This design comes from an exercise in tuning for small area and a short achievable clock period on the open sky130 flow, not from production work. Function was checked by simulation only, so behaviour that the tests miss may differ from the original.

==> flow/design.v <==
package uyvy2rgb_pkg;
    localparam int unsigned OW = 16;
    localparam int unsigned KW = 17;
    localparam logic [OW-1:0] FULL_SCALE = 16'd65280;
    function automatic logic signed [KW-1:0] k_red(input logic [7:0] cr);
        logic signed [26:0] p;
        p = $signed({19'd0, cr}) * 27'sd91881 - 27'sd11714700;
        k_red = KW'(p >>> 8);
    endfunction
    function automatic logic signed [KW-1:0] k_blue(input logic [7:0] cb);
        logic signed [26:0] p;
        p = $signed({19'd0, cb}) * 27'sd58065 - 27'sd7403224;
        k_blue = KW'(p >>> 7);
    endfunction
    function automatic logic signed [KW-1:0] k_green(input logic [7:0] cb,
                                                     input logic [7:0] cr);
        logic signed [26:0] p;
        p = 27'sd4421509 - $signed({19'd0, cb}) * 27'sd11277
                         - $signed({19'd0, cr}) * 27'sd23401;
        k_green = KW'(p >>> 7);
    endfunction
endpackage
module uyvy2rgb_mul (
    input  logic [7:0]                         i_cb_sample,
    input  logic [7:0]                         i_cr_sample,
    output logic signed [uyvy2rgb_pkg::KW-1:0] o_k_red,
    output logic signed [uyvy2rgb_pkg::KW-1:0] o_k_green,
    output logic signed [uyvy2rgb_pkg::KW-1:0] o_k_blue
);
    assign o_k_red   = uyvy2rgb_pkg::k_red(i_cr_sample);
    assign o_k_green = uyvy2rgb_pkg::k_green(i_cb_sample, i_cr_sample);
    assign o_k_blue  = uyvy2rgb_pkg::k_blue(i_cb_sample);
endmodule
module uyvy2rgb_acc (
    input  logic       i_clk,
    input  logic       i_rst_n,
    input  logic       i_valid,
    input  logic [7:0] i_cb_sample,
    input  logic [7:0] i_luma_first,
    input  logic [7:0] i_cr_sample,
    input  logic [7:0] i_luma_second,
    output logic       o_valid,
    output logic [7:0] o_cb_sample,
    output logic [7:0] o_luma_first,
    output logic [7:0] o_cr_sample,
    output logic [7:0] o_luma_second
);
    always_ff @(posedge i_clk) begin
        if (!i_rst_n) begin
            o_valid <= 1'b0;
        end else begin
            o_valid <= i_valid;
        end
        o_cb_sample   <= i_cb_sample;
        o_luma_first  <= i_luma_first;
        o_cr_sample   <= i_cr_sample;
        o_luma_second <= i_luma_second;
    end
endmodule
module uyvy2rgb_clamp (
    input  logic [7:0]                       i_luma,
    input  logic signed [uyvy2rgb_pkg::KW-1:0] i_k,
    output logic [uyvy2rgb_pkg::OW-1:0]      o_chan
);
    logic signed [9:0] n_hi;
    assign n_hi = $signed({2'b00, i_luma}) + $signed(i_k[16:8]);
    always_comb begin
        if (n_hi[9]) begin
            o_chan = '0;
        end else if (n_hi >= 10'sd255) begin
            o_chan = uyvy2rgb_pkg::FULL_SCALE;
        end else begin
            o_chan = {n_hi[7:0], i_k[7:0]};
        end
    end
endmodule
module uyvy_to_rgb_pair_converter (
    input  logic        i_clk,
    input  logic        i_rst_n,
    input  logic        start,
    output logic        busy,
    input  logic [7:0]  i_cb_sample,
    input  logic [7:0]  i_luma_first,
    input  logic [7:0]  i_cr_sample,
    input  logic [7:0]  i_luma_second,
    output logic        o_valid,
    output logic [15:0] o_red_first,
    output logic [15:0] o_green_first,
    output logic [15:0] o_blue_first,
    output logic [15:0] o_red_second,
    output logic [15:0] o_green_second,
    output logic [15:0] o_blue_second
);
    logic                               accept;
    logic [7:0]                         r_cb;
    logic [7:0]                         r_y0;
    logic [7:0]                         r_cr;
    logic [7:0]                         r_y1;
    logic signed [uyvy2rgb_pkg::KW-1:0] k_red;
    logic signed [uyvy2rgb_pkg::KW-1:0] k_green;
    logic signed [uyvy2rgb_pkg::KW-1:0] k_blue;
    assign busy   = ~i_rst_n;
    assign accept = start & ~busy;
    uyvy2rgb_acc u_in (
        .i_clk         (i_clk),
        .i_rst_n       (i_rst_n),
        .i_valid       (accept),
        .i_cb_sample   (i_cb_sample),
        .i_luma_first  (i_luma_first),
        .i_cr_sample   (i_cr_sample),
        .i_luma_second (i_luma_second),
        .o_valid       (o_valid),
        .o_cb_sample   (r_cb),
        .o_luma_first  (r_y0),
        .o_cr_sample   (r_cr),
        .o_luma_second (r_y1)
    );
    uyvy2rgb_mul u_mul (
        .i_cb_sample (r_cb),
        .i_cr_sample (r_cr),
        .o_k_red     (k_red),
        .o_k_green   (k_green),
        .o_k_blue    (k_blue)
    );
    uyvy2rgb_clamp u_r0 (.i_luma(r_y0), .i_k(k_red),   .o_chan(o_red_first));
    uyvy2rgb_clamp u_g0 (.i_luma(r_y0), .i_k(k_green), .o_chan(o_green_first));
    uyvy2rgb_clamp u_b0 (.i_luma(r_y0), .i_k(k_blue),  .o_chan(o_blue_first));
    uyvy2rgb_clamp u_r1 (.i_luma(r_y1), .i_k(k_red),   .o_chan(o_red_second));
    uyvy2rgb_clamp u_g1 (.i_luma(r_y1), .i_k(k_green), .o_chan(o_green_second));
    uyvy2rgb_clamp u_b1 (.i_luma(r_y1), .i_k(k_blue),  .o_chan(o_blue_second));
endmodule
==> flow/run.sh <==
#!/bin/bash
# synth_recipe.tcl (not shown) runs the flow's synth.tcl, then flattens the netlist and writes it again
# the make line also repeats each setting of config.mk as NAME=value (left out here)
make -C /OpenROAD-flow-scripts/flow DESIGN_CONFIG=/design/flow/config.mk WORK_HOME=/design/flow/orfs CLKGATE_MAP_FILE= SYNTH_SCRIPT=/design/flow/synth_recipe.tcl finish
==> flow/config.mk <==
export PLATFORM = sky130hd
export DESIGN_NAME = uyvy_to_rgb_pair_converter
export DESIGN_NICKNAME = uyvy_to_rgb_pair_converter
export VERILOG_FILES = /design/flow/design.v
export SDC_FILE = /design/flow/constraint.sdc
export NUM_CORES = 4
export LEC_CHECK = 0
export CAP_MARGIN = 20
export CORE_MARGIN = 2
export CORE_UTILIZATION = 40
export SLEW_MARGIN = 20
==> flow/constraint.sdc <==
create_clock -name core_clock -period 5.5 [get_ports {i_clk}]
set_input_delay 1.1000 -clock core_clock [delete_from_list [all_inputs] [get_ports {i_clk}]]
set_output_delay 1.1000 -clock core_clock [all_outputs]
set_load 0.01 [all_outputs]
==> summary.txt <==
## critical path: cells and delay by family (launching register included)
kind                       cells  cell delay, ns
xor gates and xnor gates       3            0.52
and+or+nand+nor                6            1.61
adders and majority gates      9            3.08
AOI/OAI and AO/OA              5            0.49
DFF                            1            0.37
buffers and inverters          9            0.88
## through the flow
stage,TNS (ns),util [%],hold WS (ns)
2_1_floorplan,-158.32,-,1.13
3_3_place_gp,-256.45,61.6,1.55
3_5_place_dp,-265.28,61.6,1.55
4_1_cts,-233.72,66.8,1.19
5_1_grt,-261.36,69.4,1.20
6_report,-236.91,69.4,1.19
## layout make-up
| class | instances | area (sq um) |
|---|---|---|
| sequential | 33 | 703 |
| timing repair buffer | 700 | 5760 |
| multi-input combinational | 1168 | 13100 |
| inverter | 274 | 1050 |
| clock buffer | 5 | 125 |
| tap | 396 | 495 |
| clock inverter | 3 | 16.3 |
| fill | 2322 | 9360 |
## registers in the layout, indices dropped and copies added (netlist names)
register            flops
u_in.o_luma_second      8
u_in.o_valid            1
u_in.o_cb_sample        8
u_in.o_luma_first       8
u_in.o_cr_sample        8
## path summary, 6_finish.rpt
check	from	endpoint	slack (ns)	depth (start not counted)
min	i_cr_sample[1]	u_in.o_cr_sample[1]$_DFF_P_	1.19	1
max	u_in.o_cr_sample[3]$_DFF_P_	o_green_first[5]	-2.91	32
## per-layer routing
layer | wire length [um] | up-vias | part of all wire, %
met5 | 0 | - | 0
met4 | 1200 | 0 | 2.9
met3 | 936 | 59 | 2.3
met2 | 21100 | 202 | 52
met1 | 17500 | 6176 | 43
li1 | - | 6481 | -
## timing repair
item	in CTS	in global routing
buffers inserted	86	23
pin swaps	154	68
endpoints found under the setup margin	96	96
gates resized for setup	647	140
hold endpoints to repair	0	0
## layout by cell type, fill, tap and decap left out, types with 17 or more instances in the layout
| cell | n |
|---|---|
| o21ai_2 | 23 |
| dfxtp_1 | 17 |
| fa_1 | 105 |
| ha_1 | 249 |
| inv_2 | 17 |
| nand3_1 | 22 |
| buf_2 | 53 |
| buf_6 | 100 |
| xnor2_1 | 52 |
| a21oi_2 | 54 |
| nor3_1 | 17 |
| clkdlybuf4s50_1 | 36 |
| inv_1 | 251 |
| a21oi_1 | 42 |
| nor2_2 | 18 |
| o21a_1 | 24 |
| xor2_1 | 33 |
| buf_4 | 495 |
| nand2_1 | 48 |
| a21o_1 | 32 |
| nor2_1 | 50 |
| a21oi_4 | 19 |
| o21ai_0 | 27 |
| nor2_4 | 23 |
| ha_4 | 43 |
## logic make-up (layout without fill, tap and decap cells)
family	count (synthesis)	after routing	synth area share, %
XOR/XNOR	102	102	7.18
buffers and inverters	288	982	8.71
multiplexers	5	5	0.442
adder cells (fa/ha/maj)	414	414	48.4
flip-flops	33	33	5.31
AND/OR/NAND/NOR	299	299	11.9
AO/OA/AOI/OAI	348	348	18.1
==> impl_metrics.toml <==
[synthesis]
synth_edf_count = 0
yosys-top-cells-count = "ha_1 (300), inv_1 (274), a21oi_1 (113), fa_1 (113), nor2_1 (91)"
syn_area_per_cell_sq_um = 8.36
synth_top_flop_cell = "dfxtp_1"
synthMostInstantiatedCell = "ha_1"
seq_area_frac_synth_pct = 5.31
synth_nets = 1937
syn-cell-area_sq_mm = 0.0124
yosysTopAreaCellShare_pct = 30.2
yosysUniqueCellTypes = 73
synth.area.top_cells = "ha_1 (30%), fa_1 (18%), inv_1 (8.3%)"
syn-instance-count = 1489
synth_seq_cells = 33
yosysWarnings = 3
synth_top_area_cell = "ha_1"
ys_async_sr_fraction_pct = 0

[finish]
syn2layout_area_growth_pct = 70.6
n_antenna_cell = 0
drive_gt1_share_pct = 48.3
layout.nets = 2630
finish.instance_area_sq_mm = 0.0212
layoutNonFillerInstCount = 2579

[clock_tree]
h-tree-depth = 2
cts_sinks = 33
cts_root_buf = "clkbuf_16"
cts_tree = "built"
postCtsHoldBufs = 0
clkTransAtPathRegs_ns = 0.08
clockBufferDepth = 2
cts_buffers = 5

[timing]
post-route-period-util_pct = 153
setup_violations = 96
relSlewSlack_pct = 66.9
tightest_slew_ns = 0.493
drv_slew = 0
grt_setup_unrepaired = "true"
setup_ws_ns = -2.91
fmax_mhz = 119
fin_crit_ns = 8.41
hold_viol_final = 0

[routing]
antenna_left = 0
dr_total_vias = 12900
drt_iter0_drc = 507
drt_wl_total_um = 40800
wire_per_inst_um = 15.8
drc = 0
firstDrtPassIters = 4
viasPerCell = 5.01

[floorplan]
core_sq_mm = 0.0306
die_y_um = 180
row_count = 64
start_util_pct = 40.7
die_x_um = 180
io_pins = 133
die-area_sq_mm = 0.0325

[worst_setup_path]
slowest_delay_ns = 0.54
crit_arrival_ns = 7.31
cp-end-kind = "output port"
cp_max_fo = 8
crit_required_ns = 4.40
critPathKind = "reg2out"
critPathSlowestCell = "fa_1"
startpoint_type = "flop"

[outcome]
violatedChecks = "negative setup slack"
status = "finished with violations"

[placed_design]
place_hpwl_um = 33200
gp_congestion = 0.904
io_buffers = 132
dp_slack_ns = -3.23
dpl_cell_area_sq_mm = 0.0189
placed_cells = 2470

[global_route]
met1_usage_pct = 29.8
use_met2_pct = 44.9
antenna_found_initial = 0
grt_pass1_vias = 13600
use_met3_pct = 2.45
overflow = 0
grt_use_total_pct = 24.5
grt_max_degree = 12
grt_pass1_wl_um = 65100
grt.busiest_layer = "met2"

[hold_path]
hp-class = "in2reg"

[run]
cap_violations = 0

## separate check: timing with driven ports
In the flow no input, the clock included, has a driving cell. The finished layout below was timed again as built, in two steps.
Step 1 assumes that a clkbuf_16 drives the clock port and a buf_2 every other input.
Step 2 moves the port delays by t, midway between the first and last clock arrival at a register: inputs arrive t later, outputs are due t later. That takes back most of the time a late clock gives input paths.
a / b / c = ideal ports / drivers / drivers and shift; a / b = the first two.
shift t [ns]: 0.372
setup slack, ns: -2.910 / -2.955 / -2.583
hold WS [ns]: 1.192 / 1.175 / 1.547
worst setup path at the end: register to output
worst register clock-pin slew, ns: 0.08 / 0.08
For this run, drivers alone change the setup slack by -0.045 ns; drivers and shift together by +0.327 ns.
